Source: an optimization exercise on an open RTL-to-GDS flow (aim: small area and a short achievable clock period). Production flows keep margins and buffers that such runs may drop.
RTL that was checked went through simulation tests only; none was proved equivalent to the original.
Function not checked in runs 1 to 3: the RTL went through the layout flow alone.
Power figures rest on the tool's default switching activity, not on a simulated workload.

--- design/flow/design.v ---
package tawas_isa_pkg;
  typedef enum logic [3:0] {
    op_nop  = 4'd0,
    op_ldi  = 4'd1,
    op_add  = 4'd2,
    op_sub  = 4'd3,
    op_and  = 4'd4,
    op_or   = 4'd5,
    op_xor  = 4'd6,
    op_shl  = 4'd7,
    op_ld   = 4'd8,
    op_st   = 4'd9,
    op_bz   = 4'd10,
    op_bnz  = 4'd11,
    op_halt = 4'd12
  } tawas_op_e;
  typedef logic [2:0] reg_sel_t;
  typedef logic [15:0] imm_t;
  typedef struct packed {
    tawas_op_e  op;
    reg_sel_t   rd;
    reg_sel_t   ra;
    reg_sel_t   rb;
    logic [2:0] rsvd;
    imm_t       imm;
  } tawas_instr_t;
endpackage
package tawas_pipe_pkg;
  typedef logic [1:0] slice_t;
  typedef enum logic {
    ls_load  = 1'b0,
    ls_store = 1'b1
  } ls_kind_e;
endpackage
module tawas_rdmux
(
  input  logic [255:0] bank,
  input  logic [2:0]   sel,
  output logic [31:0]  q
);
  assign q = bank[{sel, 5'd0} +: 32];
endmodule
module tawas_alu
(
  input  logic [31:0] a,
  input  logic [31:0] b,
  input  logic        sub,
  input  logic        arith,
  input  logic        op_and,
  input  logic        op_or,
  input  logic        op_xor,
  input  logic        op_shl,
  input  logic        op_ldi,
  input  logic [15:0] imm,
  output logic [31:0] result,    
  output logic [15:0] hi1,       
  output logic        csel       
);
  logic [17:0] sum_lo;
  logic [15:0] sum_h0;
  logic [16:0] sum_h1;
  assign sum_lo = {1'b0, a[15:0], 1'b1} + {1'b0, b[15:0], sub};
  assign sum_h0 = a[31:16] + b[31:16];
  assign sum_h1 = {a[31:16], 1'b1} + {b[31:16], 1'b1};
  always_comb begin
    result = '0;
    if (arith)  result = result | {sum_h0, sum_lo[16:1]};
    if (op_and) result = result | (a & b);
    if (op_or)  result = result | (a | b);
    if (op_xor) result = result | (a ^ b);
    if (op_shl) result = result | (a << b[4:0]);
    if (op_ldi) result = result | {{16{imm[15]}}, imm};
  end
  assign hi1  = sum_h1[16:1];
  assign csel = arith && sum_lo[17];
endmodule
module tawas_agen
(
  input  logic [31:0] a,
  input  logic [15:0] imm,
  output logic [15:0] lo,
  output logic        c16,
  output logic [15:0] hi0,
  output logic [15:0] hi1
);
  logic [15:0] a_hi, a_inc, a_dec;
  assign {c16, lo} = {1'b0, a[15:0]} + {1'b0, imm};
  assign a_hi  = a[31:16];
  assign a_inc = a_hi + 16'd1;
  assign a_dec = a_hi - 16'd1;
  assign hi0   = imm[15] ? a_dec : a_hi;
  assign hi1   = imm[15] ? a_hi : a_inc;
endmodule
module tawas
(
  input  logic                      clk,
  input  logic                      reset,
  output logic [24-1:0]    iaddr,
  input  logic [31:0]               idata,
  output logic [31:0]               daddr,
  output logic                      dcs,
  output logic                      dwr,
  output logic [31:0]               dout,
  input  logic [31:0]               din,
  output logic [4-1:0] halted
);
  localparam int PW = 24;
  logic [1:0] slice;
  logic [1:0] dec_slice;
  logic       dec_vld;
  logic [255:0] bank0, bank1, bank2, bank3;
  logic [2:0]   clr;                         
  logic         z0, z1, z2, z3;
  logic [PW-1:0] pc0, pc1, pc2, pc3;
  logic [3:0]  op;
  logic [2:0]  rd, ra, rb;
  logic [15:0] imm;
  assign op  = idata[31:28];
  assign rd  = idata[27:25];
  assign ra  = idata[24:22];
  assign rb  = idata[21:19];
  assign imm = idata[15:0];
  logic [31:0] ra_data, rb_data;
  tawas_rdmux rdmux_a (.bank(bank0), .sel(ra), .q(ra_data));
  tawas_rdmux rdmux_b (.bank(bank0), .sel(rb), .q(rb_data));
  logic [15:0] d_lo, d_hi0, d_hi1;
  logic        d_c16;
  tawas_agen agen (.a(ra_data), .imm(imm), .lo(d_lo), .c16(d_c16), .hi0(d_hi0), .hi1(d_hi1));
  logic d_ldi, d_add, d_sub, d_and, d_or, d_xor, d_shl, d_ld, d_st, d_halt, d_taken;
  assign d_ldi  = dec_vld && (op == 4'd1);
  assign d_add  = dec_vld && (op == 4'd2);
  assign d_sub  = dec_vld && (op == 4'd3);
  assign d_and  = dec_vld && (op == 4'd4);
  assign d_or   = dec_vld && (op == 4'd5);
  assign d_xor  = dec_vld && (op == 4'd6);
  assign d_shl  = dec_vld && (op == 4'd7);
  assign d_ld   = dec_vld && (op == 4'd8);
  assign d_st   = dec_vld && (op == 4'd9);
  assign d_halt = dec_vld && (op == 4'd12);
  assign d_taken = dec_vld && (((op == 4'd10) && z0) || ((op == 4'd11) && !z0));
  logic        e_ldi, e_arith, e_sub, e_and, e_or, e_xor, e_shl, e_ld, e_st;
  logic        e_br, e_adv;
  logic [2:0]  e_rd;
  logic [31:0] e_a, e_b;    
  logic [15:0] e_imm;
  logic [15:0] e_dlo, e_dhi0, e_dhi1;
  logic        e_dc16;
  always_ff @(posedge clk) begin
    if (reset) begin
      slice     <= 2'd0;
      dec_slice <= 2'd0;
      dec_vld   <= 1'b0;
      halted    <= '0;
      e_ldi     <= 1'b0;
      e_arith   <= 1'b0;
      e_and     <= 1'b0;
      e_or      <= 1'b0;
      e_xor     <= 1'b0;
      e_shl     <= 1'b0;
      e_ld      <= 1'b0;
      e_st      <= 1'b0;
      e_br      <= 1'b0;
      e_adv     <= 1'b0;
    end else begin
      slice     <= slice + 2'd1;
      dec_slice <= slice;
      dec_vld   <= !halted[slice];
      if (d_halt) halted[dec_slice] <= 1'b1;
      e_ldi     <= d_ldi;
      e_arith   <= d_add || d_sub;
      e_and     <= d_and;
      e_or      <= d_or;
      e_xor     <= d_xor;
      e_shl     <= d_shl;
      e_ld      <= d_ld;
      e_st      <= d_st;
      e_br      <= d_taken;
      e_adv     <= dec_vld && !d_halt && !d_taken;
    end
  end
  always_ff @(posedge clk) begin
    e_sub  <= (op == 4'd3);
    e_rd   <= rd;
    e_a    <= ra_data;
    e_b    <= rb_data ^ {32{op == 4'd3}};
    e_imm  <= imm;
    e_dlo  <= d_lo;
    e_dc16 <= d_c16;
    e_dhi0 <= d_hi0;
    e_dhi1 <= d_hi1;
  end
  assign dcs   = e_ld || e_st;
  assign dwr   = e_st;
  assign daddr = {e_dc16 ? e_dhi1 : e_dhi0, e_dlo};
  assign dout  = e_b;
  logic [31:0] result;
  logic [15:0] hi1;
  logic        csel;
  tawas_alu alu (
    .a(e_a), .b(e_b), .sub(e_sub), .arith(e_arith), .op_and(e_and), .op_or(e_or),
    .op_xor(e_xor), .op_shl(e_shl), .op_ldi(e_ldi), .imm(e_imm),
    .result(result), .hi1(hi1), .csel(csel)
  );
  logic        w_we, w_ld, w_z, w_csel;
  logic [2:0]  w_rd;
  logic [31:0] w_res;
  logic [15:0] w_hi1;
  always_ff @(posedge clk) begin
    if (reset) begin
      w_we <= 1'b0;
      w_ld <= 1'b0;
      w_z  <= 1'b0;
    end else begin
      w_we <= e_ldi || e_arith || e_and || e_or || e_xor || e_shl || e_ld;
      w_ld <= e_ld;
      w_z  <= e_arith || e_and || e_or || e_xor || e_shl;
    end
  end
  always_ff @(posedge clk) begin
    w_rd   <= e_rd;
    w_res  <= result;
    w_hi1  <= hi1;
    w_csel <= csel;
  end
  logic [31:0] w_val, wdata;
  assign w_val = {w_csel ? w_hi1 : w_res[31:16], w_res[15:0]};
  assign wdata = w_ld ? din : w_val;
  logic clearing;
  assign clearing = reset || clr[0];
  always_ff @(posedge clk) begin
    bank0 <= bank3;
    bank1 <= bank0;
    bank2 <= bank1;
    for (int r = 0; r < 8; r++) begin
      if (w_we && !reset && (w_rd == 3'(r)))
        bank3[r*32 +: 32] <= wdata;
      else
        bank3[r*32 +: 32] <= bank2[r*32 +: 32] & {32{!clearing}};
    end
  end
  always_ff @(posedge clk) begin
    if (reset) begin
      clr  <= 3'b111;
      z0   <= 1'b0;
      z1   <= 1'b0;
      z2   <= 1'b0;
      z3   <= 1'b0;
    end else begin
      clr  <= {1'b0, clr[2:1]};
      z0 <= z3;
      z1 <= z0;
      z2 <= z1;
      z3 <= w_z ? (w_val == 32'd0) : z2;
    end
  end
  always_ff @(posedge clk) begin
    if (reset) begin
      pc0 <= PW'(0);
      pc1 <= PW'(3 * 64);
      pc2 <= PW'(2 * 64);
      pc3 <= PW'(1 * 64);
    end else begin
      pc0 <= pc3;
      pc1 <= pc0;
      pc2 <= pc1;
      pc3 <= pc2 + (e_br ? {{(PW-16){e_imm[15]}}, e_imm} : {{(PW-1){1'b0}}, e_adv});
    end
  end
  assign iaddr = pc0;
endmodule
--- design/flow/flow/run.sh ---
#!/bin/bash
set -euo pipefail
export BUFFER_PORTS_ARGS="-buffer_cell sky130_fd_sc_hd__buf_2"
export SETUP_SLACK_MARGIN=6.3
bash standard.sh > standard_flow.log 2>&1
--- design/flow/standard.sh ---
#!/bin/bash
# synth_recipe.tcl (not shown) runs the flow's synth.tcl, then flattens the netlist and writes it again
# the make line also repeats each setting of config.mk as NAME=value (left out here)
make -C /OpenROAD-flow-scripts/flow DESIGN_CONFIG=/design/flow/config.mk WORK_HOME=/design/flow/orfs CLKGATE_MAP_FILE= SYNTH_SCRIPT=/design/flow/synth_recipe.tcl "${@:-finish}"
--- design/flow/config.mk ---
export PLATFORM = sky130hd
export DESIGN_NAME = tawas
export DESIGN_NICKNAME = tawas
export VERILOG_FILES = /design/flow/design.v
export SDC_FILE = /design/flow/constraint.sdc
export NUM_CORES = 4
export LEC_CHECK = 0
export CAP_MARGIN = 20
export CORE_MARGIN = 2
export CORE_UTILIZATION = 40
export SLEW_MARGIN = 20
export SYNTH_HIERARCHICAL = 1
export SYNTH_MINIMUM_KEEP_SIZE = 0
--- design/flow/constraint.sdc ---
create_clock -name core_clock -period 10.0 [get_ports {clk}]
set_input_delay 2.0000 -clock core_clock [delete_from_list [all_inputs] [get_ports {clk}]]
set_output_delay 2.0000 -clock core_clock [all_outputs]
set_load 0.01 [all_outputs]
==> results of run 1 <==
[per-stage QoR]
| step | hold WS, ns | cells | cell area, µm² | power (W) |
|---|---|---|---|---|
| 4_1_cts | 0.3105 | 5309 | 51410 | 0.01090 |
| 3_3_place_gp | 0.3097 | 5028 | 46010 | 0.005712 |
| 6_report | 0.3098 | 5333 | 51770 | 0.01082 |
| 3_5_place_dp | 0.3121 | 5028 | 46010 | 0.005714 |
| 5_1_grt | 0.3187 | 5329 | 51760 | 0.01114 |
| 2_1_floorplan | 0.3096 | 3643 | 44180 | 0.005618 |
[repair_timing]
item,CTS,global route
resized for setup,77,48
pin swaps,23,24
gates cloned,5,0
setup endpoints to repair,163,64
setup buffers,39,20
[path summary, 6_finish.rpt]
check / end / slack, ns / cells after the start
max: e_dc16 / 6.07 / 11
max reg2reg: w_res[15] / 6.48 / 10
min: bank2[9] / 0.31 / 0
min reg2reg: bank2[9] / 0.31 / 0
[per-layer routing]
metal  vias to the layer above  routed length [µm]  track usage
met5                         -                  23            0
met4                         4                4613      0.08377
met3                       265                6331      0.03656
met2                       785               52570       0.3229
met1                     13720               54020       0.2825
li1                      13290                   -            -
[Yosys stat by module (local to each module, per instance)]
module,cell area [µm²],cells,flops+latches,copies in the design
tawas_alu,5324,762,0,1
tawas,33070,2458,1334,1
tawas_rdmux,2073,114,0,2
tawas_agen,1406,195,0,1
[kinds of logic after synthesis]
family | Yosys count | synth area share
AO/OA/AOI/OAI | 664 | 0.09137
XOR/XNOR | 126 | 0.02511
adder cells (fa/ha/maj) | 104 | 0.03047
buffers and inverters | 312 | 0.03109
flip-flops | 1334 | 0.6077
multiplexers | 304 | 0.1222
AND/OR/NAND/NOR | 799 | 0.09205
[cell type report]
cell class	instances	area, µm²
Antenna cell	4	10.01
Clock buffer	183	3791
Clock inverter	54	845.8
Fill cell	9624	57080
Inverter	92	345.3
Multi-Input combinational cell	1998	16390
Sequential cell	1334	26720
Tap cell	1414	1769
Timing Repair Buffer	254	1906
[critical path: cells and delay by family]
family | cells | cell delay (ns)
buf+inv | 2 | 0.25
compound gates | 5 | 0.90
fa+ha+maj | 2 | 0.60
mux | 2 | 0.81
[cell usage after synthesis (7+ instances only)]
master       n  area, µm²
mux2_2      90       1013
o21a_1       8      60.06
nand3_1    281       1406
a211oi_1    15      112.6
clkbuf_1   129      484.2
and2_1      19      118.9
and3_1       8      50.05
a22oi_1     18      135.1
nand2b_1    14      87.58
buf_2       26      130.1
mux2i_1     61      610.6
or2_2        8      50.05
buf_6       16      180.2
nor2b_1     87      544.3
o31ai_1      7      52.55
dfxtp_1   1334      26710
o21ai_0    334       1672
nand2_1    144      540.5
a31oi_1     20      125.1
buf_1       43      161.4
o311ai_0     7      61.31
or3_1        7      43.79
o211ai_1    21      157.7
inv_1       90      337.8
nand3b_1     7      52.55
xor2_1      73      639.4
a221oi_1     9      78.83
nor2_1     123      461.7
mux4_1      83       2181
a21oi_2      9      78.83
nor4_1      18      112.6
nor3_1      34      170.2
ha_1        99       1239
a21oi_1    102      510.5
mux4_2      69       1554
a221o_1     15      150.1
a21o_1      25      187.7
xnor2_1     53      464.2
nand4_1     16      100.1
[power groups by stage]
stage / clock network, W / registers [W] / logic (W)
3_5_place_dp: 0 / 0.00548 / 0.000234
3_3_place_gp: 0 / 0.00548 / 0.000233
2_1_floorplan: 0 / 0.00547 / 0.000147
6_report: 0.00518 / 0.00536 / 0.000268
4_1_cts: 0.00528 / 0.00536 / 0.000260
5_1_grt: 0.00550 / 0.00536 / 0.000282
[sequential cells by signal, indices dropped and copies added, names as in the netlist, 32 cells and up]
signal  count
bank2     256
bank0     256
e_b        32
w_res      32
bank1     256
bank3     256
e_a        32
==> results.toml, run 1 <==
[yosys]
synthFlopType = "dfxtp_1"
synth_nets = 3813
yosysUniqueCellTypes = 93
asyncSetResetFlopFracSynth = 0
synth_cells = 3643
ys_seq_area_frac = 0.6077
ys.warnings.count = 8
synthesis.area_mm2 = 0.04394
synth_edf_count = 0
ys_ff_latch = 1334
avgSynthCellArea_um2 = 12.06

[setup_path]
crit_slowest_cell = "mux4_2"
worstPathArrival_ns = 4.57
cp_common_cell = "buf_16"
r2r-start = "e_b[2]"
path_class = "in -> reg"
path_max_fanout = 6
cp-start-kind = "input port"
critPathMaxStageDelay_ns = 0.49
cp-startpoint = "idata[22]"
path_cells = "buf_16 -> buf_16 -> mux4_2 -> mux2_4 -> ha_4 -> fa_2 -> a21oi_4 -> o211ai_1 -> a21oi_2 -> o21ai_2 -> a221o_1"
setup.worst_path.end_class = "register"
critPathRequiredTime_ns = 10.64

[timing]
slew_headroom = 0.2413
layout_min_cycle_time_ns = 3.929
maxSlewViolCount = 0
finalSetupViolCount = 0
rsz0062_at_grt = "yes"
setup_ws_ns = 6.071
final.setup.tns_ns = 0
timing.fmax_mhz = 254.5
skew_ns = 0.03325
worst_pin_slew_ns = 1.106
min_period_over_period = 0.3929
timing_hold_violations_final = 0

[global_route]
grt_max_degree = 169
globalRouteOverflowTotal = 0
grt_first_pass_wirelength_um = 173300
track_usage = 0.2064
grt_pass1_vias = 27090
antenna_found_initial = 5

[power]
power.density_mw_per_mm2 = 208.9
switchingPower_w = 0.002296
clkPwrFrac = 0.479
p_int_w = 0.008519
p_leak_nw = 20.53
seqPwrFrac = 0.496
ir_drop_mv = 0.1773
pwr-share-comb = 0.025
power_switching_share = 0.2123

[layout]
area_delta_synth_final_pct = 17.81
nets = 3985
drive_above_1_share = 0.1903
final_cell_mix = "dfxtp_1 (1328), o21ai_0 (327), nand3_1 (277)"
utilization = 0.4756
layout_commonest_cell = "dfxtp_1"

[placed_design]
detailed_place_hpwl_um = 72870
dp_slack_ns = 4.088
io_buffers = 156
place.gp.congestion = 0.9592

[cts]
cts_tree = "done"
cts_inserted_buffers = 135
cts_buffer_depth = 3
clk-insertion-delay-late_ns = 0.75
root_buffer = "clkbuf_16"
clock-sinks = 1334
htree_levels = 4
clk_pin_slew_worst_paths_ns = 0.06
hold_buffers = 0

[floorplanning]
die_x_um = 335.5
die_h_um = 335.5
start_util = 0.4037
fp-row-count = 121
fp.dieArea_mm2 = 0.1125
design.core.area_mm2 = 0.1089
io-pin-count = 160

[routing]
wl_um = 117600
wl_per_cell_um = 22.04
drt-initial-drc-count = 2372
vias = 28060
ant_nets = 0
viasPerCell = 5.262
drc_errors = 0
drtPass1Iterations = 5

[min_path]
holdCritStartpoint = "bank1[9]"
worstHoldPathType = "reg -> reg"

[run_status]
status = "no timing/DRC/antenna violations"

[run]
drv_cap = 0
==> inputs of run 2 (changes only) <==
==> design/flow/flow/run.sh (replaced) <==
#!/bin/bash
set -euo pipefail
export BUFFER_PORTS_ARGS="-buffer_cell sky130_fd_sc_hd__buf_2"
export SETUP_SLACK_MARGIN=6.3
export CTS_ARGS="-sink_clustering_enable -repair_clock_nets -dont_use_dummy_load -sink_clustering_size 24 -sink_clustering_max_diameter 80"
bash standard.sh > standard_flow.log 2>&1
==> results.toml, run 2 <==
[setup_path]
cp-start-kind = "input port"
r2r-start = "e_b[3]"
critPathRequiredTime_ns = 10.57
r2r_cells = 10
path_class = "in -> reg"
worstPathArrival_ns = 4.60
endpoint = "e_dhi0[7]"
reg2reg_to = "w_res[12]"
reg2reg_setup_slack_ns = 6.58
cp-startpoint = "idata[22]"
path_max_fanout = 7
setup.worst_path.end_class = "register"

[yosys]
ys_ff_latch = 1334
yosysTopAreaCell = "dfxtp_1"
ys_top_cells_by_count = "dfxtp_1 (1334), o21ai_0 (334), nand3_1 (281), nand2_1 (144), clkbuf_1 (129)"
synth_edf_count = 0
avgSynthCellArea_um2 = 12.06
synthFlopType = "dfxtp_1"
ys.warnings.count = 8
synth_nets = 3813
synthesis.area_mm2 = 0.04394
yosysMostFrequentCell = "dfxtp_1"
yosys.area.top_type_share = 0.6077
yosys-top-cells-area = "dfxtp_1 (61%), mux4_1 (5.0%), o21ai_0 (3.8%), mux4_2 (3.5%), nand3_1 (3.2%)"
synth_cells = 3643
yosysUniqueCellTypes = 93
ys_seq_area_frac = 0.6077
asyncSetResetFlopFracSynth = 0

[floorplanning]
fp-row-count = 121
fp.dieArea_mm2 = 0.1125
start_util = 0.4037
io-pin-count = 160
die_h_um = 335.5
design.core.area_mm2 = 0.1089
die_x_um = 335.5

[global_route]
globalRouteOverflowTotal = 0
grt_max_degree = 169
antenna_found_initial = 3
grt_first_pass_wirelength_um = 170200
track_usage = 0.2017
grt_pass1_vias = 26340

[routing]
drtPass1Iterations = 5
drc_errors = 0
drt-initial-drc-count = 2363
wl_um = 115800
viasPerCell = 5.316
wl_per_cell_um = 22.36
ant_nets = 0
vias = 27530

[layout]
area_delta_synth_final_pct = 11.61
layout_commonest_cell = "dfxtp_1"
fillers = 9902
multi_input_area_mm2 = 0.01639
nets = 3931
drive_above_1_share = 0.1620
final_cell_mix = "dfxtp_1 (1328), o21ai_0 (327), nand3_1 (276)"
seq_area_mm2 = 0.02672
fin_area_mm2 = 0.04904

[cts]
root_buffer = "clkbuf_16"
cts_buffer_depth = 3
clk_pin_slew_worst_paths_ns = 0.09
cts_tree = "done"
htree_levels = 3
cts_inserted_buffers = 71
hold_buffers = 0
clock-sinks = 1334
clk-insertion-delay-late_ns = 0.66

[min_path]
worstHoldPathType = "reg -> reg"

[timing]
slew_headroom = 0.2136
rsz0062_at_grt = "yes"
skew_ns = 0.07538
setup_ws_ns = 5.969
worst_pin_slew_ns = 1.147
timing.fmax_mhz = 248.1
maxSlewViolCount = 0
layout_min_cycle_time_ns = 4.031
whs_ns = 0.2503
final.setup.tns_ns = 0
finalSetupViolCount = 0
min_period_over_period = 0.4031
timing_hold_violations_final = 0

[placed_design]
place_area_mm2 = 0.04601
place.gp.congestion = 0.9592
dp_slack_ns = 4.088
detailed_place_hpwl_um = 72870
io_buffers = 156

[power]
fin_total_pwr_w = 0.008517
ir_drop_mv = 0.1218
power.density_mw_per_mm2 = 173.7
p_leak_nw = 19.23

[run_status]
status = "no timing/DRC/antenna violations"

[run]
drv_cap = 0
[run 2: cell counts after synthesis]
Identical to the previous run, type by type.
[run 2: stage by stage]
stage / instances / util
global route: 5173 / 0.4504
finish: 5178 / 0.4506
CTS: 5153 / 0.4478
detailed placement: 5028 / 0.4227
floorplan: 3643 / -
global placement: 5028 / 0.4227
[run 2: final cells by class]
cell class	instances	share of cell area
Sequential cell	1334	0.5447
Multi-Input combinational cell	1998	0.3343
Timing Repair Buffer	264	0.04141
Clock buffer	71	0.03623
Tap cell	1414	0.03607
Inverter	92	0.007067
Antenna cell	5	0.0002551
[run 2: Yosys stat by module (local to each module, per instance)]
module | area (µm²) | flip-flops and latches | times used
tawas_agen | 1406 | 0 | 1
tawas_rdmux | 2073 | 0 | 2
tawas_alu | 5324 | 0 | 1
tawas | 33070 | 1334 | 1
[run 2: how the worst min path moves through the flow]
stage / start / endpoint / slack (ns) / cells past startpoint
final: bank1[12] / bank2[12] / 0.25 / 0
after global routing: bank1[12] / bank2[12] / 0.25 / 0
after CTS: bank1[12] / bank2[12] / 0.24 / 0
after detailed placement: bank3[240] / bank0[240] / 0.31 / 0
after global placement: bank3[198] / bank0[198] / 0.31 / 0
after floorplan: bank3[0] / bank0[0] / 0.31 / 0
[run 2: worst max-delay path, cell delays in order]
cell	delay (ns)
buf_16	0.11
buf_16	0.14
buf_12	0.14
buf_6	0.10
mux4_2	0.47
mux2_4	0.31
or3b_4	0.43
or4_4	0.54
nor3_4	0.20
xor2_1	0.14
[run 2: power by group]
group          internal, W  switching (W)  leakage [nW]
logic             0.000110       0.000165          7.58
clock network      0.00127        0.00161         0.875
registers          0.00533      0.0000236          10.8
total              0.00671        0.00180          19.2
[run 2: per-layer routing]
| layer | vias up | GRT usage | routed length [µm] |
|---|---|---|---|
| li1 | 13080 | - | - |
| met1 | 13550 | 0.2827 | 53840 |
| met2 | 703 | 0.3169 | 51900 |
| met3 | 199 | 0.03101 | 6065 |
| met4 | 0 | 0.07003 | 3968 |
| met5 | - | 0 | 0 |
[run 2: repair_timing]
item / 4_1_cts / 5_1_grt
setup buffers: 48 / 20
setup endpoints to repair: 164 / 49
cloned: 6 / 0
pin swaps: 30 / 26
gates resized for setup: 89 / 29
[run 2: logic make-up after synthesis]
kind of cell,Yosys count,share of synthesized area
flip-flops,1334,0.6077
AND/OR/NAND/NOR,799,0.09205
multiplexers,304,0.1222
AO/OA/AOI/OAI,664,0.09137
XOR/XNOR,126,0.02511
adder cells (fa/ha/maj),104,0.03047
buffers and inverters,312,0.03109
==> inputs of run 3 (changes only) <==
--- a/design/flow/design.v
+++ b/design/flow/design.v
@@ -51,28 +51,19 @@
   input  logic        op_xor,
   input  logic        op_shl,
   input  logic        op_ldi,
-  input  logic [15:0] imm,
-  output logic [31:0] result,    
-  output logic [15:0] hi1,       
-  output logic        csel       
-);
-  logic [17:0] sum_lo;
-  logic [15:0] sum_h0;
-  logic [16:0] sum_h1;
-  assign sum_lo = {1'b0, a[15:0], 1'b1} + {1'b0, b[15:0], sub};
-  assign sum_h0 = a[31:16] + b[31:16];
-  assign sum_h1 = {a[31:16], 1'b1} + {b[31:16], 1'b1};
+  output logic [31:0] result
+);
+  logic [32:0] sum;
+  assign sum = {a, 1'b1} + {b, sub};
   always_comb begin
     result = '0;
-    if (arith)  result = result | {sum_h0, sum_lo[16:1]};
+    if (arith)  result = result | sum[32:1];
     if (op_and) result = result | (a & b);
     if (op_or)  result = result | (a | b);
     if (op_xor) result = result | (a ^ b);
     if (op_shl) result = result | (a << b[4:0]);
-    if (op_ldi) result = result | {{16{imm[15]}}, imm};
-  end
-  assign hi1  = sum_h1[16:1];
-  assign csel = arith && sum_lo[17];
+    if (op_ldi) result = result | b;
+  end
 endmodule
 module tawas_agen
 (
@@ -126,6 +117,15 @@
   logic [15:0] d_lo, d_hi0, d_hi1;
   logic        d_c16;
   tawas_agen agen (.a(ra_data), .imm(imm), .lo(d_lo), .c16(d_c16), .hi0(d_hi0), .hi1(d_hi1));
+  logic [PW-1:0] d_pc_next;
+  always_comb begin
+    if (d_taken)
+      d_pc_next = pc1 + {{(PW-16){imm[15]}}, imm};
+    else if (dec_vld && !d_halt)
+      d_pc_next = pc1 + PW'(1);
+    else
+      d_pc_next = pc1;
+  end
   logic d_ldi, d_add, d_sub, d_and, d_or, d_xor, d_shl, d_ld, d_st, d_halt, d_taken;
   assign d_ldi  = dec_vld && (op == 4'd1);
   assign d_add  = dec_vld && (op == 4'd2);
@@ -139,10 +139,8 @@
   assign d_halt = dec_vld && (op == 4'd12);
   assign d_taken = dec_vld && (((op == 4'd10) && z0) || ((op == 4'd11) && !z0));
   logic        e_ldi, e_arith, e_sub, e_and, e_or, e_xor, e_shl, e_ld, e_st;
-  logic        e_br, e_adv;
   logic [2:0]  e_rd;
   logic [31:0] e_a, e_b;    
-  logic [15:0] e_imm;
   logic [15:0] e_dlo, e_dhi0, e_dhi1;
   logic        e_dc16;
   always_ff @(posedge clk) begin
@@ -159,8 +157,6 @@
       e_shl     <= 1'b0;
       e_ld      <= 1'b0;
       e_st      <= 1'b0;
-      e_br      <= 1'b0;
-      e_adv     <= 1'b0;
     end else begin
       slice     <= slice + 2'd1;
       dec_slice <= slice;
@@ -174,16 +170,13 @@
       e_shl     <= d_shl;
       e_ld      <= d_ld;
       e_st      <= d_st;
-      e_br      <= d_taken;
-      e_adv     <= dec_vld && !d_halt && !d_taken;
     end
   end
   always_ff @(posedge clk) begin
     e_sub  <= (op == 4'd3);
     e_rd   <= rd;
     e_a    <= ra_data;
-    e_b    <= rb_data ^ {32{op == 4'd3}};
-    e_imm  <= imm;
+    e_b    <= (op == 4'd1) ? {{16{imm[15]}}, imm} : (rb_data ^ {32{op == 4'd3}});
     e_dlo  <= d_lo;
     e_dc16 <= d_c16;
     e_dhi0 <= d_hi0;
@@ -194,17 +187,13 @@
   assign daddr = {e_dc16 ? e_dhi1 : e_dhi0, e_dlo};
   assign dout  = e_b;
   logic [31:0] result;
-  logic [15:0] hi1;
-  logic        csel;
   tawas_alu alu (
     .a(e_a), .b(e_b), .sub(e_sub), .arith(e_arith), .op_and(e_and), .op_or(e_or),
-    .op_xor(e_xor), .op_shl(e_shl), .op_ldi(e_ldi), .imm(e_imm),
-    .result(result), .hi1(hi1), .csel(csel)
+    .op_xor(e_xor), .op_shl(e_shl), .op_ldi(e_ldi), .result(result)
   );
-  logic        w_we, w_ld, w_z, w_csel;
+  logic        w_we, w_ld, w_z;
   logic [2:0]  w_rd;
   logic [31:0] w_res;
-  logic [15:0] w_hi1;
   always_ff @(posedge clk) begin
     if (reset) begin
       w_we <= 1'b0;
@@ -219,12 +208,9 @@
   always_ff @(posedge clk) begin
     w_rd   <= e_rd;
     w_res  <= result;
-    w_hi1  <= hi1;
-    w_csel <= csel;
-  end
-  logic [31:0] w_val, wdata;
-  assign w_val = {w_csel ? w_hi1 : w_res[31:16], w_res[15:0]};
-  assign wdata = w_ld ? din : w_val;
+  end
+  logic [31:0] wdata;
+  assign wdata = w_ld ? din : w_res;
   logic clearing;
   assign clearing = reset || clr[0];
   always_ff @(posedge clk) begin
@@ -250,7 +236,7 @@
       z0 <= z3;
       z1 <= z0;
       z2 <= z1;
-      z3 <= w_z ? (w_val == 32'd0) : z2;
+      z3 <= w_z ? (w_res == 32'd0) : z2;
     end
   end
   always_ff @(posedge clk) begin
@@ -262,8 +248,8 @@
     end else begin
       pc0 <= pc3;
       pc1 <= pc0;
-      pc2 <= pc1;
-      pc3 <= pc2 + (e_br ? {{(PW-16){e_imm[15]}}, e_imm} : {{(PW-1){1'b0}}, e_adv});
+      pc2 <= d_pc_next;
+      pc3 <= pc2;
     end
   end
   assign iaddr = pc0;
==> results.toml, run 3 <==
[layout]
fin_area_mm2 = 0.04901
area_delta_synth_final_pct = 12.03
drive_above_1_share = 0.1587
layout_commonest_cell = "dfxtp_1"
final_cell_mix = "dfxtp_1 (1294), o21ai_0 (346), nand3_1 (285)"
utilization = 0.4509
nets = 3997
layout.cells.non_filler = 5238

[yosys]
ys.warnings.count = 8
yosysMostFrequentCell = "dfxtp_1"
avgSynthCellArea_um2 = 11.75
yosys.area.top_type_share = 0.5944
ys_ff_latch = 1299
yosysTopAreaCell = "dfxtp_1"
ys_seq_area_frac = 0.5944
synth_cells = 3722
synthFlopType = "dfxtp_1"
yosys-top-cells-area = "dfxtp_1 (59%), mux4_1 (4.9%), o21ai_0 (4.0%), mux4_2 (3.4%), nand3_1 (3.3%)"
synthesis.area_mm2 = 0.04375
yosysUniqueCellTypes = 89
synth_edf_count = 0
asyncSetResetFlopFracSynth = 0
ys_top_cells_by_count = "dfxtp_1 (1299), o21ai_0 (353), nand3_1 (289), nand2_1 (178), clkbuf_1 (133)"
synth_nets = 3898

[run]
drv_cap = 0

[run_status]
status = "no timing/DRC/antenna violations"

[floorplanning]
die_x_um = 334.7
design.core.area_mm2 = 0.1087
start_util = 0.4024
fp.dieArea_mm2 = 0.1120
io-pin-count = 160
die_h_um = 334.7
fp-row-count = 121

[timing]
skew_ns = 0.09986
timing.fmax_mhz = 243.0
slew_headroom = 0.2509
timing_hold_violations_final = 0
final.setup.tns_ns = 0
maxSlewViolCount = 0
finalSetupViolCount = 0
layout_min_cycle_time_ns = 4.116
worst_pin_slew_ns = 1.092
rsz0062_at_grt = "yes"
min_period_over_period = 0.4116

[global_route]
track_usage = 0.2059
grt_max_degree = 183
antenna_found_initial = 7
grt_pass1_vias = 27100
grt_first_pass_wirelength_um = 174200
globalRouteOverflowTotal = 0

[setup_path]
crit_slowest_cell = "mux4_2"
cp-start-kind = "input port"
crit_buf_inv = 4
worstPathArrival_ns = 4.64
path_class = "in -> reg"
setup.worst_path.end_class = "register"
path_cells = "buf_16 -> buf_16 -> buf_12 -> buf_8 -> mux4_2 -> mux2_4 -> fa_2 -> a21oi_4 -> o211ai_1 -> a21oi_2 -> o21ai_2 -> a221o_1"
crit_family = "compound AO/OA/AOI/OAI gates"
cp-startpoint = "idata[22]"
critPathRequiredTime_ns = 10.53
critPathMaxStageDelay_ns = 0.48
cp_common_cell = "buf_16"
path_max_fanout = 5
r2r-start = "e_b[4]"

[cts]
htree_levels = 3
cts_buffer_depth = 3
cts_inserted_buffers = 70
clk_pin_slew_worst_paths_ns = 0.09
clk-insertion-delay-late_ns = 0.67
hold_buffers = 0
root_buffer = "clkbuf_16"
cts_tree = "done"
clock-sinks = 1299

[power]
power.density_mw_per_mm2 = 171.2
p_leak_nw = 19.03
ir_drop_mv = 0.1097

[placed_design]
place_area_mm2 = 0.04587
dpl.cell_count = 5102
place.gp.congestion = 0.9520
detailed_place_hpwl_um = 74330
io_buffers = 156

[min_path]
holdCritStartpoint = "bank3[215]"
worstHoldPathType = "reg -> reg"

[routing]
drt-initial-drc-count = 2102
wl_per_cell_um = 22.41
drtPass1Iterations = 5
vias = 27920
viasPerCell = 5.330
ant_nets = 0
wl_um = 117400
drc_errors = 0
run 3: cell types whose count changed in the layout (fill, tap and decap cells not counted), sizes merged, moves of 12 or more:
cell / previous run / this run
nand4: 16 / 30
inv: 91 / 118
mux2i: 61 / 74
a21o: 25 / 42
and2: 19 / 4
nand2: 144 / 178
a21oi: 111 / 131
buf: 262 / 247
xor2: 73 / 51
dfxtp: 1334 / 1299
a31oi: 20 / 8
a211oi: 15 / 40
o21ai: 341 / 379
nor2: 124 / 112
run 3: logic make-up (layout without fill, tap and decap cells):
logic type | after synthesis | in the layout | synth area share
AO/OA/AOI/OAI | 737 | 737 | 0.1017
XOR/XNOR | 104 | 104 | 0.02082
buffers and inverters | 344 | 441 | 0.03363
AND/OR/NAND/NOR | 815 | 815 | 0.09367
flip-flops | 1299 | 1299 | 0.5944
adder cells (fa/ha/maj) | 110 | 110 | 0.03198
other | 0 | 5 | 0
multiplexers | 313 | 313 | 0.1238
run 3: final timing paths:
check | endpoint | slack, ns | cells past startpoint
setup / recovery | e_dc16 | 5.88 | 12
hold / removal | bank0[215] | 0.26 | 0
setup reg to reg | w_res[29] | 6.39 | 10
hold reg to reg | bank0[215] | 0.26 | 0
run 3: repair_timing:
action,4_1_cts,5_1_grt
setup endpoints to repair,111,61
setup buffers,40,13
hold endpoints to repair,0,0
gates resized for setup,120,51
gates cloned,6,0
pin swaps,22,18
run 3: area by class of cell:
cell class / instances / area (µm²)
tap: 1414 / 1769
fill: 10020 / 59690
inverter: 120 / 457.9
multi-input combinational: 2079 / 16920
clock buffer: 70 / 1752
sequential: 1299 / 26020
antenna: 5 / 12.51
timing repair buffer: 250 / 2079
timing repair inverter: 1 / 5.005
run 3: worst register-to-register path: stages, from the launching register on:
cell and delay, ns:
dfxtp_1 0.69, clkinv_2 0.34, ha_1 0.46, nand3_1 0.11
o21bai_1 0.22, a21o_1 0.26, a21oi_1 0.28, o211ai_1 0.31
a2111oi_2 0.48, or2_2 0.18, o211ai_1 0.10
run 3: where the power goes:
| part | internal, W | total [W] | leakage (nW) | switching, W |
|---|---|---|---|---|
| Combinational | 0.000135 | 0.000345 | 7.69 | 0.000210 |
| Clock | 0.00125 | 0.00283 | 0.863 | 0.00158 |
| Sequential | 0.00519 | 0.00521 | 10.5 | 0.0000224 |
| Total | 0.00658 | 0.00839 | 19.0 | 0.00181 |
run 3: layer usage:
layer | vias to the layer above | part of all wire | global-route usage | wire length [µm]
met1 | 13680 | 0.45 | 0.2816 | 53070
met5 | - | 0.00017 | 0 | 20
met3 | 188 | 0.051 | 0.02741 | 5939
met4 | 2 | 0.034 | 0.07328 | 3970
met2 | 698 | 0.46 | 0.3348 | 54370
li1 | 13350 | - | - | -
run 3: stage by stage:
step / setup slack (ns) / hold WS (ns) / power (W)
6_report: 5.884 / 0.2601 / 0.008390
3_5_place_dp: 4.369 / 0.3121 / 0.005633
2_1_floorplan: 5.502 / 0.3096 / 0.005518
4_1_cts: 5.887 / 0.2505 / 0.008461
3_3_place_gp: 4.408 / 0.3096 / 0.005631
5_1_grt: 5.822 / 0.2546 / 0.008671
run 3: per-module statistics from Yosys, one instance, submodules excluded:
module	cells	flip-flops and latches	cell area (µm²)	times used
tawas	2521	1299	33010	1
tawas_agen	195	0	1406	1
tawas_alu	778	0	5186	1
tawas_rdmux	114	0	2073	2
==> inputs of run 4 (changes only) <==
--- a/design/flow/design.v
+++ b/design/flow/design.v
@@ -32,13 +32,25 @@
     ls_store = 1'b1
   } ls_kind_e;
 endpackage
+module tawas_rdsel
+(
+  input  logic [2:0] sel,
+  output logic [7:0] onehot
+);
+  assign onehot = 8'd1 << sel;
+endmodule
 module tawas_rdmux
 (
   input  logic [255:0] bank,
-  input  logic [2:0]   sel,
+  input  logic [7:0]   onehot,
   output logic [31:0]  q
 );
-  assign q = bank[{sel, 5'd0} +: 32];
+  always_comb begin
+    q = '0;
+    for (int k = 0; k < 8; k++) begin
+      q = q | (bank[k*32 +: 32] & {32{onehot[k]}});
+    end
+  end
 endmodule
 module tawas_alu
 (
@@ -112,8 +124,11 @@
   assign rb  = idata[21:19];
   assign imm = idata[15:0];
   logic [31:0] ra_data, rb_data;
-  tawas_rdmux rdmux_a (.bank(bank0), .sel(ra), .q(ra_data));
-  tawas_rdmux rdmux_b (.bank(bank0), .sel(rb), .q(rb_data));
+  logic [7:0] ra_oh, rb_oh;
+  tawas_rdsel rdsel_a (.sel(ra), .onehot(ra_oh));
+  tawas_rdsel rdsel_b (.sel(rb), .onehot(rb_oh));
+  tawas_rdmux rdmux_a (.bank(bank0), .onehot(ra_oh), .q(ra_data));
+  tawas_rdmux rdmux_b (.bank(bank0), .onehot(rb_oh), .q(rb_data));
   logic [15:0] d_lo, d_hi0, d_hi1;
   logic        d_c16;
   tawas_agen agen (.a(ra_data), .imm(imm), .lo(d_lo), .c16(d_c16), .hi0(d_hi0), .hi1(d_hi1));
==> results.toml, run 4 <==
[placed_design]
detailed_place_hpwl_um = 77660
dpl.cell_count = 5174
place.gp.congestion = 0.9282
io_buffers = 156
place_area_mm2 = 0.04442

[layout]
layout.cells.non_filler = 5358
final_cell_mix = "dfxtp_1 (1294), o21ai_0 (329), nand3_1 (284)"
nets = 4144
drive_above_1_share = 0.1548
area_delta_synth_final_pct = 13.63
layout_commonest_cell = "dfxtp_1"
utilization = 0.4570
fin_area_mm2 = 0.04803

[global_route]
globalRouteOverflowTotal = 0
grt_first_pass_wirelength_um = 185900
grt_pass1_vias = 27750
antenna_found_initial = 1
track_usage = 0.2311
grt_max_degree = 68

[setup_path]
critPathRequiredTime_ns = 10.57
reg2reg_setup_slack_ns = 6.45
reg2reg_to = "w_res[23]"
crit_slowest_cell = "or4_4"
path_class = "in -> reg"
critPathMaxStageDelay_ns = 0.53
worstPathArrival_ns = 4.54
crit_family = "simple AND/OR/NAND/NOR gates"
cp-start-kind = "input port"
crit_buf_inv = 4
path_cells = "buf_12 -> and3b_2 -> buf_12 -> buf_12 -> a22oi_2 -> nand4_1 -> buf_6 -> ha_4 -> a21oi_4 -> nand2_4 -> or4_4 -> a221oi_4 -> xnor2_1"
r2r_cells = 11
path_max_fanout = 8
cp_common_cell = "buf_12"
setup.worst_path.end_class = "register"
r2r-start = "e_b[3]"

[timing]
maxSlewViolCount = 0
rsz0062_at_grt = "yes"
min_period_over_period = 0.3974
finalSetupViolCount = 0
worst_pin_slew_ns = 1.035
timing.fmax_mhz = 251.7
final.setup.tns_ns = 0
skew_ns = 0.07473
slew_headroom = 0.2905
layout_min_cycle_time_ns = 3.974
timing_hold_violations_final = 0

[yosys]
avgSynthCellArea_um2 = 11.10
synthFlopType = "dfxtp_1"
ys_ff_latch = 1299
synthesis.area_mm2 = 0.04227
asyncSetResetFlopFracSynth = 0
yosysMostFrequentCell = "dfxtp_1"
synth_edf_count = 0
ys_top_cells_by_count = "dfxtp_1 (1299), o21ai_0 (336), nand3_1 (288), a22oi_1 (267), nand2_1 (181)"
yosys-top-cells-area = "dfxtp_1 (62%), a22oi_1 (4.7%), o21ai_0 (4.0%), nand3_1 (3.4%), ha_1 (3.2%)"
synth_nets = 3983
yosysUniqueCellTypes = 96
synth_cells = 3807
yosysTopAreaCell = "dfxtp_1"
ys_seq_area_frac = 0.6151
yosys.area.top_type_share = 0.6151
ys.warnings.count = 9

[cts]
clock-sinks = 1299
root_buffer = "clkbuf_16"
htree_levels = 2
clk-insertion-delay-late_ns = 0.69
clk_pin_slew_worst_paths_ns = 0.09
cts_buffer_depth = 3
cts_tree = "done"
cts_inserted_buffers = 61

[min_path]
holdCritStartpoint = "bank1[114]"
worstHoldPathType = "reg -> reg"
min_path_cells = 0
holdPathEnd = "bank2[114]"

[routing]
viasPerCell = 5.579
drtPass1Iterations = 6
vias = 29890
drt-initial-drc-count = 3068
wl_um = 130900
drc_errors = 0
ant_nets = 0
wl_per_cell_um = 24.42

[run]
drv_cap = 0

[floorplanning]
fp.dieArea_mm2 = 0.1083
start_util = 0.4022
die_h_um = 329.1
fp-row-count = 119
design.core.area_mm2 = 0.1051
die_x_um = 329.1
io-pin-count = 160

[power]
power.density_mw_per_mm2 = 170.4
ir_drop_mv = 0.1431
p_leak_nw = 18.03

[run_status]
status = "no timing/DRC/antenna violations"
## run 4: cell count changes in the layout (fill, tap and decap cells not counted), moves of 18 or more
| cell | previous run | this run |
|---|---|---|
| buf_2 | 133 | 151 |
| mux4_2 | 77 | 31 |
| a22oi_1 | 9 | 231 |
| nand4_1 | 30 | 91 |
| mux2_4 | 35 | 0 |
| a22oi_2 | 0 | 36 |
| buf_4 | 57 | 103 |
| mux4_1 | 71 | 1 |
| mux2_2 | 53 | 20 |
## run 4: logic make-up after synthesis
| kind of cell | share of synthesized area |
|---|---|
| AND/OR/NAND/NOR | 0.1077 |
| buffers and inverters | 0.03640 |
| adder cells (fa/ha/maj) | 0.03309 |
| AO/OA/AOI/OAI | 0.1479 |
| multiplexers | 0.03904 |
| flip-flops | 0.6151 |
| XOR/XNOR | 0.02072 |
## run 4: report_power, final
group          switching (W)  total [W]  internal [W]  leakage, nW
logic               0.000226   0.000340      0.000114         6.79
registers          0.0000197    0.00521       0.00519         10.5
clock network        0.00155    0.00263       0.00108        0.752
## run 4: per-module statistics from Yosys, one instance, submodules excluded
module | times used | cells | cell area, µm² | flip-flops and latches
tawas | 1 | 2521 | 33010 | 1299
tawas_alu | 1 | 707 | 5092 | 0
tawas_agen | 1 | 195 | 1406 | 0
tawas_rdmux | 2 | 184 | 1319 | 0
tawas_rdsel | 2 | 8 | 65.06 | 0
## run 4: worst max-delay path by stage
stage | from | end | slack [ns] | cells after the start
6_report | idata[23] | e_dlo[13] | 6.03 | 13
2_1_floorplan | idata[24] | e_dlo[13] | 5.84 | 10
3_3_place_gp | idata[23] | e_dhi0[14] | 4.72 | 10
5_1_grt | idata[24] | e_dlo[13] | 5.97 | 13
4_1_cts | idata[22] | e_dlo[13] | 6.08 | 13
3_5_place_dp | idata[22] | e_dhi0[14] | 4.66 | 10
## run 4: metrics by stage
stage / setup WS, ns / power (W) / hold WS (ns)
CTS: 6.077 / 0.008199 / 0.2899
finish: 6.026 / 0.008184 / 0.2986
global route: 5.968 / 0.008411 / 0.3139
global placement: 4.715 / 0.005610 / 0.3098
floorplan: 5.845 / 0.005491 / 0.3096
detailed placement: 4.660 / 0.005611 / 0.3121
## run 4: cell type report
cell class	count	area (µm²)
Antenna cell	1	2.502
Clock buffer	61	1526
Fill cell	9790	57080
Inverter	114	436.7
Multi-Input combinational cell	2171	15640
Sequential cell	1299	26010
Tap cell	1391	1740
Timing Repair Buffer	321	2676
## run 4: what timing repair did
action                                  CTS  global route
hold buffers                              0             0
resized for setup                       108            75
cloned                                   11             3
pin swaps                                42            59
endpoints found under the setup margin  256           162
buffers inserted                         73            35
## run 4: worst register-to-register path, stage by stage, from the launching register on
cell and delay [ns]:
dfxtp_1 0.32, buf_4 0.35, clkinv_4 0.33, ha_1 0.45
and2_1 0.21, a221oi_2 0.31, a21oi_2 0.12, nor3_4 0.33
a211oi_2 0.19, o211ai_1 0.24, mux2_1 0.35, o21ai_1 0.26
## run 4: per-layer routing
layer	global-route usage	wire, µm
met4	0.09536	5906
met5	0	0
met1	0.3213	58110
met2	0.3561	57100
met3	0.03890	9739
==> inputs of run 5 (changes only) <==
==> design/flow/flow/run.sh (replaced) <==
#!/bin/bash
set -euo pipefail
export BUFFER_PORTS_ARGS="-buffer_cell sky130_fd_sc_hd__buf_2"
export SETUP_SLACK_MARGIN=6.0
export CTS_ARGS="-sink_clustering_enable -repair_clock_nets -dont_use_dummy_load -sink_clustering_size 30 -sink_clustering_max_diameter 60"
bash standard.sh > standard_flow.log 2>&1
==> results.toml, run 5 <==
[cts]
clk-insertion-delay-late_ns = 0.66
root_buffer = "clkbuf_16"
htree_levels = 3
hold_buffers = 0
clock-sinks = 1299
clk_pin_slew_worst_paths_ns = 0.11
cts_buffer_depth = 3
cts_inserted_buffers = 67
cts_tree = "done"

[global_route]
grt_first_pass_wirelength_um = 181400
track_usage = 0.2241
globalRouteOverflowTotal = 0
antenna_found_initial = 1
grt_pass1_vias = 27590
grt_max_degree = 190

[routing]
wl_per_cell_um = 23.69
drt-initial-drc-count = 3311
wirelength_met1_um = 57800
drtPass1Iterations = 6
viasPerCell = 5.558
ant_nets = 0
drc_errors = 0
wl_met2_um = 55330
wl_um = 126000
met3RoutedLength_um = 9191
dr.max_layer_used = "met4"
vias = 29560

[layout]
nets = 4106
area_delta_synth_final_pct = 11.77
drive_above_1_share = 0.1311
layout_commonest_cell = "dfxtp_1"
fin_area_mm2 = 0.04725
final_cell_mix = "dfxtp_1 (1294), o21ai_0 (332), nand3_1 (285)"
fillers = 9798
antenna_cells = 0

[yosys]
synth-adder-area-share = 0.03309
synth_edf_count = 0
synth_top_family_by_area = "compound AO/OA/AOI/OAI gates"
synthXorXnorAreaFrac = 0.02072
yosys-top-cells-area = "dfxtp_1 (62%), a22oi_1 (4.7%), o21ai_0 (4.0%), nand3_1 (3.4%), ha_1 (3.2%)"
ys_top_cells_by_count = "dfxtp_1 (1299), o21ai_0 (336), nand3_1 (288), a22oi_1 (267), nand2_1 (181)"
yosysTopAreaCell = "dfxtp_1"
ys_ff_latch = 1299
ys_seq_area_frac = 0.6151
synthesis.area_mm2 = 0.04227
asyncSetResetFlopFracSynth = 0
synth_nets = 3983
yosysUniqueCellTypes = 96
avgSynthCellArea_um2 = 11.10
yosys.area_share.simple = 0.1077
synthMuxAreaShare = 0.03904
yosysMostFrequentCell = "dfxtp_1"
ys.warnings.count = 9
synthFlopType = "dfxtp_1"
yosys.area.top_type_share = 0.6151
synth_compound_area_frac = 0.1479
synth_cells = 3807

[floorplanning]
die_x_um = 329.1
fp-row-count = 119
fp.dieArea_mm2 = 0.1083
io-pin-count = 160
design.core.area_mm2 = 0.1051
start_util = 0.4022
die_h_um = 329.1

[timing]
timing.fmax_mhz = 248.8
worst_pin_slew_ns = 1.091
layout_min_cycle_time_ns = 4.019
maxSlewViolCount = 0
timing_hold_violations_final = 0
skew_ns = 0.09190
final.setup.tns_ns = 0
finalSetupViolCount = 0
slew_headroom = 0.2730
min_period_over_period = 0.4019
rsz0062_at_grt = "yes"

[placed_design]
place.gp.congestion = 0.9219
detailed_place_hpwl_um = 77350
io_buffers = 156
place_area_mm2 = 0.04420

[power]
power.density_mw_per_mm2 = 175.4
ir_drop_mv = 0.1531
p_leak_nw = 17.77

[setup_path]
setup.worst_path.end_class = "register"
cp-start-kind = "input port"
critPathRequiredTime_ns = 10.50
path_class = "in -> reg"
path_max_fanout = 8
worstPathArrival_ns = 4.52

[run_status]
status = "no timing/DRC/antenna violations"

[min_path]
worstHoldPathType = "reg -> reg"

[run]
drv_cap = 0
[run 5: cell counts after synthesis]
No cell type changed its count.
[run 5: through the flow]
step | util | hold slack, ns | total power [W] | setup WS (ns) | cells
after CTS | 0.4424 | 0.2501 | 0.008316 | 5.957 | 5275
after detailed placement | 0.4205 | 0.3121 | 0.005605 | 4.623 | 5172
after global placement | 0.4204 | 0.3098 | 0.005604 | 4.677 | 5171
after floorplan | - | 0.3096 | 0.005486 | 5.843 | 3807
after global routing | 0.4495 | 0.2589 | 0.008541 | 5.941 | 5319
final | 0.4495 | 0.2454 | 0.008286 | 5.981 | 5319
[run 5: path summary, 6_finish.rpt]
check | from | to | slack [ns] | cells after the start
worst min register to register | bank3[144] | bank0[144] | 0.25 | 0
worst max-delay path | idata[22] | e_dc16 | 5.98 | 13
worst min-delay path | bank3[144] | bank0[144] | 0.25 | 0
worst max register to register | e_b[2] | w_res[19] | 6.23 | 9
[run 5: area by class of cell]
type	count	area (µm²)	share of cell area
Multi-Input combinational cell	2168	15180	0.3213
Clock buffer	67	1677	0.03548
Inverter	114	429.2	0.009083
Sequential cell	1299	26010	0.5505
Tap cell	1391	1740	0.03683
Timing Repair Buffer	280	2212	0.04682
[run 5: worst max-delay path: stages]
cell and delay, ns:
buf_12 0.11, and3b_2 0.29, buf_12 0.18, a22oi_2 0.12
nand4_1 0.11, buf_6 0.16, ha_4 0.17, fa_2 0.39
a21oi_4 0.17, o211ai_1 0.13, a21oi_2 0.25, o21ai_2 0.10
a221o_1 0.33
[run 5: power breakdown]
part	total (W)	switching, W	internal (W)
Combinational	0.000318	0.000214	0.000103
Clock	0.00276	0.00156	0.00120
Sequential	0.00521	0.0000188	0.00519
Total	0.00829	0.00179	0.00650
[run 5: routing by layer]
| metal | track usage | vias to the layer above |
|---|---|---|
| met2 | 0.3389 | 1172 |
| met4 | 0.07530 | 0 |
| met3 | 0.03673 | 178 |
| met1 | 0.3244 | 14430 |
| li1 | - | 13780 |
| met5 | 0 | - |
[run 5: timing repair]
action | CTS | global route
endpoints found under the setup margin | 52 | 24
buffers inserted | 31 | 39
gates cloned | 5 | 4
pin swaps | 20 | 36
resized for setup | 50 | 53
hold endpoints to repair | 0 | 0
[run 5: modules after synthesis (local to each module, per instance)]
module,copies in the design,cell area (µm²),cells
tawas,1,33010,2521
tawas_rdmux,2,1319,184
tawas_rdsel,2,65.06,8
tawas_agen,1,1406,195
tawas_alu,1,5092,707
[run 5: cell families after synthesis]
group / after synthesis
flops: 1299
xor+xnor: 100
simple gates: 878
buf+inv: 340
fa+ha+maj: 110
mux: 120
compound gates: 960
==> inputs of run 6 (changes only) <==
==> design/flow/flow/run.sh (replaced) <==
#!/bin/bash
set -euo pipefail
export BUFFER_PORTS_ARGS="-buffer_cell sky130_fd_sc_hd__buf_2"
export SETUP_SLACK_MARGIN=5.7
export CTS_ARGS="-sink_clustering_enable -repair_clock_nets -dont_use_dummy_load -sink_clustering_size 30 -sink_clustering_max_diameter 60"
bash standard.sh > standard_flow.log 2>&1
==> results.toml, run 6 <==
[cts]
hold_buffers = 0
cts_inserted_buffers = 68
clock-sinks = 1299
htree_levels = 3
clk_pin_slew_worst_paths_ns = 0.10
clk-insertion-delay-late_ns = 0.67
root_buffer = "clkbuf_16"
cts_tree = "done"
cts_buffer_depth = 3

[power]
fin_total_pwr_w = 0.008273
p_leak_nw = 17.32
ir_drop_mv = 0.1450
power.density_mw_per_mm2 = 179.2

[yosys]
synth_nets = 3983
ys_top_cells_by_count = "dfxtp_1 (1299), o21ai_0 (336), nand3_1 (288), a22oi_1 (267), nand2_1 (181)"
avgSynthCellArea_um2 = 11.10
asyncSetResetFlopFracSynth = 0
ys_ff_latch = 1299
synthFlopType = "dfxtp_1"
synth_cells = 3807
ys.warnings.count = 9
yosys.area.top_type_share = 0.6151
yosysUniqueCellTypes = 96
synthesis.area_mm2 = 0.04227
yosysMostFrequentCell = "dfxtp_1"
ys_seq_area_frac = 0.6151
yosysTopAreaCell = "dfxtp_1"
synth_edf_count = 0
yosys-top-cells-area = "dfxtp_1 (62%), a22oi_1 (4.7%), o21ai_0 (4.0%), nand3_1 (3.4%), ha_1 (3.2%)"

[layout]
area_delta_synth_final_pct = 9.211
seq_area_mm2 = 0.02601
final_cell_mix = "dfxtp_1 (1293), o21ai_0 (333), nand3_1 (286)"
drive_above_1_share = 0.1105
layout.cells.non_filler = 5259
nets = 4044
multi_input_area_mm2 = 0.01493
layout_commonest_cell = "dfxtp_1"
fillers = 9975

[setup_path]
cp-start-kind = "input port"
reg2reg_setup_slack_ns = 5.93
r2r_cells = 11
path_class = "in -> reg"
path_max_fanout = 32
setup.worst_path.end_class = "register"
worstPathArrival_ns = 4.89
critPathRequiredTime_ns = 10.54

[floorplanning]
design.core.area_mm2 = 0.1051
die_h_um = 329.1
fp.dieArea_mm2 = 0.1083
die_x_um = 329.1
fp-row-count = 119
start_util = 0.4022
io-pin-count = 160

[global_route]
grt_max_degree = 183
globalRouteOverflowTotal = 0
antenna_found_initial = 4
track_usage = 0.2199
grt_first_pass_wirelength_um = 178300
grt_pass1_vias = 27100

[run_status]
status = "no timing/DRC/antenna violations"

[timing]
slew_headroom = 0.1891
min_period_over_period = 0.4343
timing_hold_violations_final = 0
layout_min_cycle_time_ns = 4.343
skew_ns = 0.07729
maxSlewViolCount = 0
timing.fmax_mhz = 230.2
rsz0062_at_grt = "yes"
worst_pin_slew_ns = 1.216
finalSetupViolCount = 0
final.setup.tns_ns = 0

[routing]
wl_per_cell_um = 23.32
drtPass1Iterations = 6
wl_um = 122600
vias = 29080
drt-initial-drc-count = 2876
drc_errors = 0
viasPerCell = 5.530
ant_nets = 0

[placed_design]
detailed_place_hpwl_um = 77410
io_buffers = 156
place.gp.congestion = 0.9164
dpl.cell_count = 5167

[min_path]
min_path_cells = 0
worstHoldPathType = "reg -> reg"

[run]
drv_cap = 0
## run 6: kinds of logic (layout without fill, tap and decap cells)
logic type                 after synthesis  in the layout  synth area share
muxes                                  120            120           0.03904
AOI/OAI and AO/OA                      960            960            0.1479
buffers and inverters                  340            398           0.03640
DFF                                   1299           1299            0.6151
and+or+nand+nor                        878            879            0.1077
other                                    0              2                 0
adders and majority gates              110            110           0.03309
xor gates and xnor gates               100            100           0.02072
## run 6: cell type report
class | count | area share
Multi-Input combinational cell | 2169 | 0.3233
Timing Repair Buffer | 216 | 0.02927
Antenna cell | 2 | 0.0001084
Sequential cell | 1299 | 0.5634
Tap cell | 1391 | 0.03770
Clock buffer | 68 | 0.03686
Inverter | 114 | 0.009350
## run 6: timing repair
item	4_1_cts	5_1_grt
endpoints found under the hold margin	0	0
setup endpoints to repair	25	36
setup buffers	9	12
gates cloned	1	0
resized for setup	23	26
pin swaps	12	12
## run 6: critical path, stage by stage
cell	delay [ns]
clkbuf_4	0.18
and3b_2	0.24
buf_12	0.18
a22oi_1	0.23
nand4_1	0.33
ha_4	0.38
a21oi_2	0.24
inv_1	0.06
or4_1	0.54
a221oi_2	0.28
xnor2_1	0.15
## run 6: stage by stage
step | cell area (µm²) | util | setup WS [ns] | hold slack [ns]
floorplan | 42290 | - | 5.701 | 0.3096
global placement | 44090 | 0.4195 | 4.586 | 0.3097
detailed placement | 44090 | 0.4195 | 4.554 | 0.3121
CTS | 45960 | 0.4372 | 5.679 | 0.2680
global route | 46160 | 0.4392 | 5.593 | 0.2678
finish | 46170 | 0.4392 | 5.657 | 0.2653
## run 6: Yosys stat by module, one instance, submodules excluded
module | flip-flops and latches | cell area [µm²]
tawas_agen | 0 | 1406
tawas_alu | 0 | 5092
tawas_rdsel | 0 | 65.06
tawas_rdmux | 0 | 1319
tawas | 1299 | 33010
## run 6: worst paths after layout
| path | startpoint | to |
|---|---|---|
| max | idata[22] | e_dlo[13] |
| min | bank1[39] | bank2[39] |
| max reg2reg | e_b[3] | w_res[19] |
| min reg2reg | bank1[39] | bank2[39] |
## run 6: per-layer routing
metal	vias to the layer above	routed length, µm	global-route usage
met1	14160	55300	0.3104
li1	13640	-	-
met4	4	4435	0.07579
met5	-	30	0
met2	1058	54140	0.3432
met3	225	8719	0.03336
## run 6: power breakdown
part           internal (W)  leakage, nW  switching, W
combinational     0.0000831         5.99      0.000202
sequential          0.00519         10.5     0.0000186
clock               0.00122        0.838       0.00156
==> inputs of run 7 (changes only) <==
==> design/flow/flow/run.sh (replaced) <==
#!/bin/bash
set -euo pipefail
export BUFFER_PORTS_ARGS="-buffer_cell sky130_fd_sc_hd__buf_2"
export SETUP_SLACK_MARGIN=6.3
export CTS_ARGS="-sink_clustering_enable -repair_clock_nets -dont_use_dummy_load -sink_clustering_size 30 -sink_clustering_max_diameter 60"
bash standard.sh > standard_flow.log 2>&1
==> results.toml, run 7 <==
[yosys]
yosysMostFrequentCell = "dfxtp_1"
avgSynthCellArea_um2 = 11.10
synth_compound_area_frac = 0.1479
synthXorXnorAreaFrac = 0.02072
synthFlopType = "dfxtp_1"
asyncSetResetFlopFracSynth = 0
yosys.area.top_type_share = 0.6151
synth_cells = 3807
synth_nets = 3983
yosysTopAreaCell = "dfxtp_1"
synth_edf_count = 0
ys_seq_area_frac = 0.6151
yosysUniqueCellTypes = 96
ys_ff_latch = 1299
yosys.area_share.simple = 0.1077
synthesis.area_mm2 = 0.04227
synth-adder-area-share = 0.03309
ys.warnings.count = 9
synth_top_family_by_area = "compound AO/OA/AOI/OAI gates"
ys_top_cells_by_count = "dfxtp_1 (1299), o21ai_0 (336), nand3_1 (288), a22oi_1 (267), nand2_1 (181)"
yosys-top-cells-area = "dfxtp_1 (62%), a22oi_1 (4.7%), o21ai_0 (4.0%), nand3_1 (3.4%), ha_1 (3.2%)"
synthMuxAreaShare = 0.03904

[placed_design]
place_area_mm2 = 0.04442
place.gp.congestion = 0.9282
io_buffers = 156
detailed_place_hpwl_um = 77660

[cts]
cts_inserted_buffers = 61
htree_levels = 2
root_buffer = "clkbuf_16"
clk_pin_slew_worst_paths_ns = 0.09
cts_tree = "done"
clk-insertion-delay-late_ns = 0.72
clock-sinks = 1299
cts_buffer_depth = 3

[timing]
skew_ns = 0.09012
min_period_over_period = 0.3944
timing_hold_violations_final = 0
worst_pin_slew_ns = 1.034
layout_min_cycle_time_ns = 3.944
slew_headroom = 0.3103
timing.fmax_mhz = 253.5
final.setup.tns_ns = 0
finalSetupViolCount = 0
maxSlewViolCount = 0
rsz0062_at_grt = "yes"

[floorplanning]
fp-row-count = 119
io-pin-count = 160
fp.dieArea_mm2 = 0.1083
die_h_um = 329.1
die_x_um = 329.1
design.core.area_mm2 = 0.1051
start_util = 0.4022

[global_route]
grt_max_degree = 68
grt_pass1_vias = 27540
grt_first_pass_wirelength_um = 184400
antenna_found_initial = 2
globalRouteOverflowTotal = 0
track_usage = 0.2291

[routing]
viasPerCell = 5.564
wirelength_met1_um = 58700
wl_met2_um = 56550
ant_nets = 0
drtPass1Iterations = 6
vias = 29700
wl_per_cell_um = 24.25
drt-initial-drc-count = 2987
dr.max_layer_used = "met5"
met3RoutedLength_um = 8774
wl_um = 129400
drc_errors = 0

[setup_path]
cp_common_cell = "buf_12"
worstPathArrival_ns = 4.50
cp-start-kind = "input port"
path_max_fanout = 8
path_cells = "buf_12 -> and3b_2 -> buf_12 -> a22oi_1 -> nand4_1 -> buf_6 -> ha_4 -> a21oi_4 -> nand2_4 -> or4_4 -> a221oi_4 -> xnor2_1"
setup.worst_path.end_class = "register"
crit_slowest_cell = "or4_4"
reg2reg_setup_slack_ns = 6.57
crit_family = "simple AND/OR/NAND/NOR gates"
critPathRequiredTime_ns = 10.56
crit_buf_inv = 3
critPathMaxStageDelay_ns = 0.54
path_class = "in -> reg"

[min_path]
worstHoldPathType = "reg -> reg"

[power]
ir_drop_mv = 0.1603
fin_total_pwr_w = 0.008172
power.density_mw_per_mm2 = 171.4
p_leak_nw = 17.89

[layout]
fin_area_mm2 = 0.04769
area_delta_synth_final_pct = 12.80
drive_above_1_share = 0.1475
fillers = 9835
nets = 4124
antenna_cells = 0
final_cell_mix = "dfxtp_1 (1294), o21ai_0 (328), nand3_1 (283)"
layout_commonest_cell = "dfxtp_1"

[run_status]
status = "no timing/DRC/antenna violations"

[run]
drv_cap = 0
[run 7: cell counts after synthesis]
Identical to the previous run, type by type.
[run 7: cells by family after synthesis]
group	count (synthesis)
flops	1299
buf+inv	340
simple gates	878
fa+ha+maj	110
compound gates	960
xor+xnor	100
mux	120
[run 7: worst paths after layout]
kind               from    endpoint  cells after the start
max           idata[24]   e_dlo[13]                     12
max reg2reg      e_b[2]   w_res[31]                      9
min reg2reg  bank3[173]  bank0[173]                      0
min          bank3[173]  bank0[173]                      0
[run 7: layer usage]
| metal | track usage | vias to the layer above |
|---|---|---|
| li1 | - | 13820 |
| met4 | 0.08992 | 2 |
| met2 | 0.3551 | 1072 |
| met1 | 0.3201 | 14550 |
| met3 | 0.03649 | 246 |
| met5 | 0 | - |
[run 7: per-module statistics from Yosys (local to each module, per instance)]
module | flip-flops and latches | cells inside | copies in the design
tawas_rdmux | 0 | 184 | 2
tawas | 1299 | 2521 | 1
tawas_rdsel | 0 | 8 | 2
tawas_alu | 0 | 707 | 1
tawas_agen | 0 | 195 | 1
[run 7: where the power goes]
part           internal [W]  switching (W)  leakage, nW  total (W)
Combinational      0.000109       0.000222         6.66   0.000331
Clock               0.00108        0.00155        0.752    0.00263
Sequential          0.00519      0.0000197         10.5    0.00521
[run 7: area by class of cell]
class | count | area [µm²] | share of cell area
clock buffer | 61 | 1526 | 0.03201
inverter | 114 | 439.2 | 0.009210
multi-input combinational | 2171 | 15520 | 0.3255
sequential | 1299 | 26010 | 0.5455
tap | 1391 | 1740 | 0.03650
timing repair buffer | 301 | 2444 | 0.05124
[run 7: repair_timing]
item / in CTS / in global routing
setup endpoints to repair: 244 / 123
setup buffers: 78 / 13
cloned: 9 / 2
hold buffers: 0 / 0
gates resized for setup: 106 / 57
pin swaps: 48 / 32
[run 7: stage by stage]
stage | cells | setup WS (ns) | hold slack [ns] | utilization
2_1_floorplan | 3807 | 5.845 | 0.3096 | -
3_3_place_gp | 5173 | 4.715 | 0.3098 | 0.4225
3_5_place_dp | 5174 | 4.660 | 0.3121 | 0.4226
4_1_cts | 5322 | 6.085 | 0.2661 | 0.4501
5_1_grt | 5337 | 6.002 | 0.2740 | 0.4536
6_report | 5337 | 6.056 | 0.2582 | 0.4536

## re-timing with driven ports
How much do the figures lean on ideal ports? The routed layouts below were timed once more, with nothing changed but the port constraints. Step 1 (the two cells are an assumption about what drives the block):
set clk [get_ports {clk}]
set_driving_cell -lib_cell sky130_fd_sc_hd__clkbuf_16 $clk
set_driving_cell -lib_cell sky130_fd_sc_hd__buf_2 [delete_from_list [all_inputs] $clk]
Step 2 adds t to the input delays and takes it off the output delays; t is the mean of the earliest and latest rising clock arrival at the registers after step 1. Input paths then give back, and output paths get back, about the clock's delay inside the block. Three values: ideal ports, drivers, drivers and shift; two values: the first two.
run | t, ns | slack for setup (ns) | latest minus earliest clock arrival (ns)
run 1 | 0.810 | 6.071 / 5.871 / 5.061 | 0.038 / 0.038
run 2 | 0.690 | 5.969 / 5.741 / 5.051 | 0.095 / 0.095
run 3 | 0.694 | 5.884 / 5.869 / 5.176 | 0.101 / 0.101
run 4 | 0.723 | 6.026 / 6.010 / 5.287 | 0.075 / 0.075
run 5 | 0.686 | 5.981 / 5.960 / 5.274 | 0.092 / 0.092
run 6 | 0.679 | 5.657 / 5.661 / 4.982 | 0.116 / 0.115
run 7 | 0.733 | 6.056 / 6.046 / 5.313 | 0.110 / 0.110
After both steps every run listed still meets setup and hold. For run 1, which loses most, drivers alone change the setup slack by -0.200 ns; drivers and shift together by -1.010 ns.
